Background: an optimization exercise with open tools, aiming at small area, a short achievable clock period and few clock cycles per item. Do not read the settings as production practice.
In this exercise RTL edits were held to simulation tests only and were not proved equivalent to the original.

===== flow/design.v =====
package bss_pkg;
    localparam int MAX_LEN_DEFAULT = 64;
    localparam int CHAR_W          = 8;
    localparam int MAX_STR         = 4;
    function automatic logic [CHAR_W-1:0] bss_key_mask(input logic desc);
        bss_key_mask = desc ? 8'h7F : 8'h80;
    endfunction
endpackage
module bss_ctrl #(
    parameter int W = 10
) (
    input  logic         clk,
    input  logic         rst_n,
    input  logic         push,
    input  logic [W-1:0] push_data,
    output logic         can_push,
    output logic         out_valid,
    input  logic         out_ready,
    output logic [W-1:0] out_data
);
    logic         has1_reg;    
    logic         has2_reg;    
    logic [W-1:0] head_reg;
    logic [W-1:0] next_reg;
    logic         take;
    assign out_valid = has1_reg;
    assign out_data  = head_reg;
    assign can_push  = !has2_reg;
    assign take      = has1_reg && out_ready;
    always_ff @(posedge clk or negedge rst_n)
    begin
        if (!rst_n)
        begin
            has1_reg <= 1'b0;
            has2_reg <= 1'b0;
        end
        else
        begin
            has1_reg <= has2_reg || push || (has1_reg && !out_ready);
            has2_reg <= (has2_reg && !out_ready) || (has1_reg && !out_ready && push);
        end
    end
    always_ff @(posedge clk)
    begin
        if (has2_reg)
        begin
            if (take)
                head_reg <= next_reg;
        end
        else if (!has1_reg || take)
        begin
            head_reg <= push_data;
        end
        if (!has2_reg)
            next_reg <= push_data;
    end
endmodule
module bss_datapath #(
    parameter int MAX_LEN = bss_pkg::MAX_LEN_DEFAULT,
    parameter int CW      = $clog2(MAX_LEN + 1)
) (
    input  logic                       clk,
    input  logic                       ins,
    input  logic                       pop,
    input  logic [bss_pkg::CHAR_W-1:0] key_in,
    input  logic [CW-1:0]              count,
    input  logic [CW-1:0]              base,
    output logic [bss_pkg::CHAR_W-1:0] key_head
);
    logic [bss_pkg::CHAR_W-1:0] cell_reg [MAX_LEN];
    logic [MAX_LEN+1:0] gt;
    assign gt[0]         = 1'b0;
    assign gt[MAX_LEN+1] = 1'b1;
    for (genvar i = 0; i < MAX_LEN; i++)
    begin : g_cell
        logic [bss_pkg::CHAR_W-1:0] up_val;
        logic [bss_pkg::CHAR_W-1:0] down_val;
        logic [bss_pkg::CHAR_W-1:0] cell_next;
        logic gt_prev, gt_here, gt_next;
        assign gt_prev = gt[i];
        assign gt_here = gt[i+1];
        assign gt_next = gt[i+2];
        assign gt[i+1] = (CW'(i) >= base) && ((CW'(i) >= count) || (cell_reg[i] > key_in));
        if (i == 0)
        begin : g_first
            assign up_val = key_in;
        end
        else
        begin : g_rest
            assign up_val = gt_prev ? cell_reg[i-1] : key_in;
        end
        if (i == MAX_LEN - 1)
        begin : g_top
            assign down_val = cell_reg[i];
        end
        else
        begin : g_mid
            assign down_val = cell_reg[i+1];
        end
        always_comb
        begin
            cell_next = cell_reg[i];
            case ({ins, pop})
                2'b10: if (gt_here) cell_next = up_val;
                2'b01: cell_next = down_val;
                2'b11:
                begin
                    if (!gt_next)
                        cell_next = down_val;
                    else if (!gt_here)
                        cell_next = key_in;
                end
                default: cell_next = cell_reg[i];
            endcase
        end
        always_ff @(posedge clk)
        begin
            cell_reg[i] <= cell_next;
        end
    end
    assign key_head = cell_reg[0];
endmodule
module byte_string_sorter #(
    parameter int MAX_LEN = bss_pkg::MAX_LEN_DEFAULT
) (
    input  logic                       clk,
    input  logic                       rst_n,
    input  logic                       in_valid,
    output logic                       in_ready,
    input  logic [bss_pkg::CHAR_W-1:0] in_char,
    input  logic                       in_is_last,
    output logic                       out_valid,
    input  logic                       out_ready,
    output logic [bss_pkg::CHAR_W-1:0] out_char,
    output logic                       out_end_of_string,
    output logic                       out_overflow,
    input  logic                       cfg_we,
    input  logic                       cfg_wdata
);
    localparam int CW = $clog2(MAX_LEN + 1);
    localparam int NS = bss_pkg::MAX_STR;
    localparam int SW = $clog2(NS + 1);
    localparam int KW = bss_pkg::CHAR_W;
    logic desc_reg;
    logic [KW-1:0] mask;
    assign mask = bss_pkg::bss_key_mask(desc_reg);
    always_ff @(posedge clk or negedge rst_n)
    begin
        if (!rst_n)
            desc_reg <= 1'b0;
        else if (cfg_we)
            desc_reg <= cfg_wdata;
    end
    logic          rdy_reg;
    logic          xv_reg, sv_reg;
    logic [KW-1:0] x_reg, s_reg;
    logic          xl_reg, sl_reg;
    logic          accept;
    logic          consume;
    logic          x_free;
    assign in_ready = rdy_reg;
    assign accept   = in_valid && rdy_reg;
    assign x_free   = !xv_reg || consume;
    always_ff @(posedge clk or negedge rst_n)
    begin
        if (!rst_n)
        begin
            rdy_reg <= 1'b1;
            xv_reg  <= 1'b0;
            sv_reg  <= 1'b0;
        end
        else
        begin
            if (x_free)
            begin
                xv_reg  <= sv_reg || accept;
                sv_reg  <= 1'b0;
                rdy_reg <= 1'b1;
            end
            else if (accept)
            begin
                sv_reg  <= 1'b1;
                rdy_reg <= 1'b0;
            end
        end
    end
    always_ff @(posedge clk)
    begin
        if (x_free)
        begin
            if (sv_reg)
            begin
                x_reg  <= s_reg;
                xl_reg <= sl_reg;
            end
            else
            begin
                x_reg  <= in_char ^ mask;
                xl_reg <= in_is_last;
            end
        end
        if (!sv_reg)
        begin
            s_reg  <= in_char ^ mask;
            sl_reg <= in_is_last;
        end
    end
    logic [CW-1:0] count_reg, base_reg, cur_reg;
    logic          cur_ovf_reg;
    logic [SW-1:0] nstr_reg;
    logic [CW-1:0] len_reg [NS];
    logic          lovf_reg [NS];
    logic pop, ins, drop, complete, can_push, head_last, str_room;
    logic [CW-1:0] count_next;
    logic [CW-1:0] done_len;
    logic          done_ovf;
    assign head_last = (len_reg[0] == CW'(1));
    assign pop       = (nstr_reg != '0) && can_push;
    assign str_room  = (nstr_reg != SW'(NS)) || (pop && head_last);
    assign drop      = xv_reg && (cur_reg == CW'(MAX_LEN)) && (!xl_reg || str_room);
    assign ins       = xv_reg && (cur_reg != CW'(MAX_LEN)) && ((count_reg != CW'(MAX_LEN)) || pop)
                       && (!xl_reg || str_room);
    assign consume   = ins || drop;
    assign complete  = consume && xl_reg;
    assign done_len  = cur_reg + CW'(ins);
    assign done_ovf  = cur_ovf_reg || drop;
    assign count_next = count_reg + CW'(ins) - CW'(pop);
    always_ff @(posedge clk or negedge rst_n)
    begin
        if (!rst_n)
        begin
            count_reg   <= '0;
            base_reg    <= '0;
            cur_reg     <= '0;
            cur_ovf_reg <= 1'b0;
            nstr_reg    <= '0;
        end
        else
        begin
            count_reg <= count_next;
            if (complete)
            begin
                base_reg    <= count_next;
                cur_reg     <= '0;
                cur_ovf_reg <= 1'b0;
            end
            else
            begin
                base_reg    <= base_reg - CW'(pop);
                cur_reg     <= done_len;
                cur_ovf_reg <= done_ovf;
            end
            nstr_reg <= nstr_reg + SW'(complete) - SW'(pop && head_last);
        end
    end
    for (genvar k = 0; k < NS; k++)
    begin : g_str
        logic shift_in;
        logic write_here;
        assign shift_in   = pop && head_last;
        assign write_here = complete && (nstr_reg == SW'(shift_in ? k + 1 : k));
        always_ff @(posedge clk)
        begin
            if (write_here)
            begin
                len_reg[k]  <= done_len;
                lovf_reg[k] <= done_ovf;
            end
            else if (shift_in)
            begin
                if (k < NS - 1)
                begin
                    len_reg[k]  <= len_reg[(k < NS - 1) ? k + 1 : k];
                    lovf_reg[k] <= lovf_reg[(k < NS - 1) ? k + 1 : k];
                end
            end
            else if (k == 0 && pop)
            begin
                len_reg[k] <= len_reg[k] - CW'(1);
            end
        end
    end
    logic [KW-1:0] key_head;
    bss_datapath #(
        .MAX_LEN (MAX_LEN)
    ) u_datapath (
        .clk      (clk),
        .ins      (ins),
        .pop      (pop),
        .key_in   (x_reg),
        .count    (count_reg),
        .base     (base_reg),
        .key_head (key_head)
    );
    logic [KW+1:0] res_data;
    bss_ctrl #(
        .W (KW + 2)
    ) u_res (
        .clk       (clk),
        .rst_n     (rst_n),
        .push      (pop),
        .push_data ({lovf_reg[0], head_last, key_head ^ mask}),
        .can_push  (can_push),
        .out_valid (out_valid),
        .out_ready (out_ready),
        .out_data  ({out_overflow, out_end_of_string, out_char})
    );
endmodule

===== flow/run.sh =====
#!/bin/bash
# synth_recipe.tcl (not shown) runs the flow's synth.tcl, then flattens the netlist and writes it again
# the make line also repeats each setting of config.mk as NAME=value (left out here)
make -C /OpenROAD-flow-scripts/flow DESIGN_CONFIG=/design/flow/config.mk WORK_HOME=/design/flow/orfs CLKGATE_MAP_FILE= SYNTH_SCRIPT=/design/flow/synth_recipe.tcl finish

===== flow/config.mk =====
export PLATFORM = sky130hd
export DESIGN_NAME = byte_string_sorter
export DESIGN_NICKNAME = byte_string_sorter
export VERILOG_FILES = /design/flow/design.v
export SDC_FILE = /design/flow/constraint.sdc
export NUM_CORES = 4
export LEC_CHECK = 0
export CAP_MARGIN = 20
export CORE_MARGIN = 2
export CORE_UTILIZATION = 40
export SLEW_MARGIN = 20

===== flow/constraint.sdc =====
create_clock -name core_clock -period 4.2 [get_ports {clk}]
set_input_delay 0.8400 -clock core_clock [delete_from_list [all_inputs] [get_ports {clk}]]
set_output_delay 0.8400 -clock core_clock [all_outputs]
set_load 0.01 [all_outputs]

==> results.txt <==
- The number of global-route vias before repair is 48055.
- Setup violations remaining at the end of the flow were counted as 0.
- The vertical die dimension is 378 um.
- Setup repair after global routing left no endpoint under its margin.
- In the final layout, the share of cells above drive strength 1 is 0.102.
- The worst hold path belongs to the class input pin to async pin.
- Clock-pin slew was measured on the worst setup and hold paths at 0.06 ns.
- The most common cell after layout, fill and taps aside is sky130_fd_sc_hd__a21oi_1.
- In this run the remaining antenna-violating nets after routing total 0.
- The count of nets after finishing is 6690.
- The count of flip-flops with a built-in enable after synthesis is 573.
- The maximum buffer depth of the clock tree is 3.
- The layout overhead on the synthesized area is 11.1%.
- After filler insertion, the fill cell instance count of the layout stands at 13284.
- The async set-reset flop share out of synthesis is 0.0506.
- The tool flagged a number of max-cap violations equal to 0.
- The number of primary I/O pins is 27.
- The main flop type after synthesis is sky130_fd_sc_hd__edfxtp_1.
- The first-pass GRT wire length is 298 mm.
- The synthesized netlist net count is 6808.
- The average vias per placed instance is 6.39.
- The clock arrives with 0.0449 ns of skew.
- The final antenna diode count is 0.
- The largest net degree at the start of global routing is 187.
- The count of unique library cells instantiated by Yosys is 90.
- The number of pins with negative max-slew slack in the final report is 0.
- The final-layout setup total negative slack is 0 ns.
- The number of design rule violations left after detail routing is 0.
- The measured slew at the worst slew-check pin is 1.13 ns.
- The area of the die is 0.143 sq mm.
- Clock tree synthesis selected as its root buffer the cell sky130_fd_sc_hd__clkbuf_16.
- From left edge to right edge, the die measures 378 um.
- For this configuration, the core starts out at a cell density of 0.402.
- Of the available clock period, the critical path in the final layout requires 0.965.
- STA classifies the critical path startpoint as a flop.
- The part of the Yosys area used for sequential elements is 0.324.
- The number of warnings issued by yosys is 6.
- The synthesized instance count is 6245.
- The routability congestion estimate is 1.00.
- Summing all placed instances gives a cell area of 0.0596 sq mm.
- The tightest hold path in the finished design has a slack of 0.243 ns.
- In the layout the commonest cells are sky130_fd_sc_hd__a21oi_1, sky130_fd_sc_hd__nand2_1, sky130_fd_sc_hd__edfxtp_1, sky130_fd_sc_hd__ha_1, sky130_fd_sc_hd__mux2i_1.
- The total area inside the core boundary comes to 0.139 sq mm.
- The detailed-routing iteration count for the pre-antenna-repair pass is 8.
- The half-perimeter wire length of the detailed placement result is 131 mm.
- Detailed routing inserted a total of 51573 vias.
- The design area is 0.0623 sq mm.
- The number of failing hold endpoints at the final stage came to 0.
- The routed design could run at a clock period as short as 4.06 ns.
- Synthesis inferred 613 register bits.
- For this block, the initial DRC count from the detailed router was 5417.
- In this run, CTS created clock tree buffers numbering 78.
- The number of rows in the core area is 137.
- STA puts the critical path data arrival time at 4.48 ns.
- The number of antenna violations at the first check in global routing is 0.
- The mean instance size in the synthesized netlist is 8.98 sq um.
- The register with the most flip-flops in the layout has 512 of them.
- The area of the mapped netlist is 0.0561 sq mm.
- The count of port buffers added during placement is 26.
- The remaining global-route overflow is 0.
- The H-tree level count is 3.
- By startpoint and endpoint, the worst setup path is classified as flop to flop.
- STA puts the critical path data required time at 4.62 ns.
- After detailed routing, the total wire length is 196 mm.
- The maximum fanout encountered on the critical timing path is 19.
- The clock sink total is 613.
- In the final routed layout, each cell accounts on average for 24.3 um.
- After clock tree synthesis, the setup repair step added 0 buffers.
- Measured against its own limit, the worst slew margin works out to 0.249.
- Across every metal layer, demand over resource in global routing totals 0.265.
- TritonCTS built the clock tree.
- Based on the critical path, the design can be clocked at up to 247 MHz.
- The sort of element at the end of the critical path is a flop.
- For the worst-skew pair, the clock arrives at the later sink with an insertion delay of 0.72 ns.
- The run finished with no timing, DRC or antenna violations.
==> critical path, cell delays in order (launching register included) <==
cell	delay, ns
sky130_fd_sc_hd__edfxtp_1	0.41
sky130_fd_sc_hd__clkinvlp_4	0.60
sky130_fd_sc_hd__buf_4	0.47
sky130_fd_sc_hd__ha_1	0.31
sky130_fd_sc_hd__nand4_1	0.17
sky130_fd_sc_hd__a21oi_1	0.37
sky130_fd_sc_hd__o211a_2	0.54
sky130_fd_sc_hd__o21ai_1	0.32
sky130_fd_sc_hd__a222oi_1	0.42
sky130_fd_sc_hd__o31ai_1	0.13
==> through the flow <==
step / worst slack (ns) / instances / util
5_1_grt: 0.0361 / 8069 / 0.447
4_1_cts: 0.127 / 8067 / 0.447
3_5_place_dp: 0.160 / 7921 / 0.428
2_1_floorplan: -5.37 / 6245 / -
3_3_place_gp: 0.181 / 7921 / 0.428
6_report: 0.145 / 8069 / 0.447
==> Yosys cell counts (57+ instances only) <==
| cell | count | share of area |
|---|---|---|
| sky130_fd_sc_hd__o22a_1 | 129 | 0.020 |
| sky130_fd_sc_hd__o21ai_0 | 342 | 0.031 |
| sky130_fd_sc_hd__a211oi_1 | 126 | 0.017 |
| sky130_fd_sc_hd__edfxtp_1 | 573 | 0.31 |
| sky130_fd_sc_hd__clkbuf_1 | 400 | 0.027 |
| sky130_fd_sc_hd__nand4_1 | 133 | 0.015 |
| sky130_fd_sc_hd__a211o_1 | 128 | 0.020 |
| sky130_fd_sc_hd__inv_1 | 119 | 0.0080 |
| sky130_fd_sc_hd__nand3_1 | 93 | 0.0083 |
| sky130_fd_sc_hd__nor2b_1 | 79 | 0.0088 |
| sky130_fd_sc_hd__o211ai_1 | 135 | 0.018 |
| sky130_fd_sc_hd__nand2_1 | 650 | 0.043 |
| sky130_fd_sc_hd__mux2_2 | 119 | 0.024 |
| sky130_fd_sc_hd__mux2i_1 | 434 | 0.077 |
| sky130_fd_sc_hd__a21oi_1 | 737 | 0.066 |
| sky130_fd_sc_hd__a31oi_1 | 74 | 0.0083 |
| sky130_fd_sc_hd__nor2_1 | 361 | 0.024 |
| sky130_fd_sc_hd__nor3_1 | 79 | 0.0070 |
| sky130_fd_sc_hd__ha_1 | 546 | 0.12 |
| sky130_fd_sc_hd__buf_2 | 57 | 0.0051 |
| sky130_fd_sc_hd__a22oi_1 | 67 | 0.0090 |
| sky130_fd_sc_hd__o221ai_1 | 78 | 0.012 |
==> per-layer routing <==
| metal | up-vias | track usage | wire [um] |
|---|---|---|---|
| met1 | 25066 | 0.371 | 87300 |
| met5 | - | 0 | 0 |
| met4 | 0 | 0.100 | 7770 |
| met2 | 2113 | 0.414 | 86900 |
| li1 | 24026 | - | - |
| met3 | 368 | 0.0362 | 13700 |
==> final cells by class <==
type | instances | area (sq um) | share of cell area
Clock buffer | 89 | 2020 | 0.0325
Clock inverter | 57 | 654 | 0.0105
Inverter | 124 | 504 | 0.00809
Multi-Input combinational cell | 5017 | 35800 | 0.575
Sequential cell | 613 | 18200 | 0.291
Tap cell | 1876 | 2350 | 0.0377
Timing Repair Buffer | 293 | 2790 | 0.0447
==> path summary, 6_finish.rpt <==
| kind | from | to | slack [ns] | depth (start not counted) |
|---|---|---|---|---|
| setup / recovery | x_reg[4] | u_datapath.cell_reg[9][2] | 0.14 | 9 |
| hold / removal | rst_n | cur_reg[2] | 0.24 | 1 |
| setup reg to reg | x_reg[4] | u_datapath.cell_reg[9][2] | 0.14 | 9 |
| hold reg to reg | s_reg[6] | s_reg[6] | 0.47 | 2 |
| max in group asynchronous | rst_n | count_reg[5] | 3.38 | 1 |
| min in group core_clock | s_reg[6] | s_reg[6] | 0.47 | 2 |
==> kinds of logic (layout without fill, tap and decap cells) <==
kind of cell	after synthesis	count (layout)	share of synthesized area
AOI/OAI and AO/OA	2295	2295	0.273
and+or+nand+nor	1571	1571	0.128
buffers and inverters	615	563	0.0426
DFF	613	613	0.324
muxes	565	565	0.105
adders and majority gates	548	548	0.123
xor gates and xnor gates	38	38	0.00593
==> timing repair <==
| item | 4_1_cts | 5_1_grt |
|---|---|---|
| hold buffers | 0 | 0 |
| resized for setup | 0 | 1 |
| endpoints found under the setup margin | 0 | 5 |
Testbench counts, summed over its fixed seeds: cycles 13,864, bytes 12,838.

-- port drivers added, routing unchanged --
No port has a modelled driver above. Below, the same layout with a new extraction and two added sets of constraints.
Step 1 (the two cells are an assumption about what drives the block):
set clk [get_ports {clk}]
set_driving_cell -lib_cell sky130_fd_sc_hd__clkbuf_16 $clk
set_driving_cell -lib_cell sky130_fd_sc_hd__buf_2 [delete_from_list [all_inputs] $clk]
Step 2 moves the port delays by t, midway between the first and last clock arrival at a register: inputs arrive t later, outputs are due t later. That takes back most of the time a late clock gives input paths.
Three values: no drivers, after step 1, after step 2; two values: the first two.
t, ns: 0.778
slack for setup (ns): 0.145 / 0.145 / 0.145
cell pins on the clock port's net: 1
After both steps this run still meets setup and hold. The setup slack of this run moves by 0.000 ns with the drivers and by 0.000 ns with both steps.
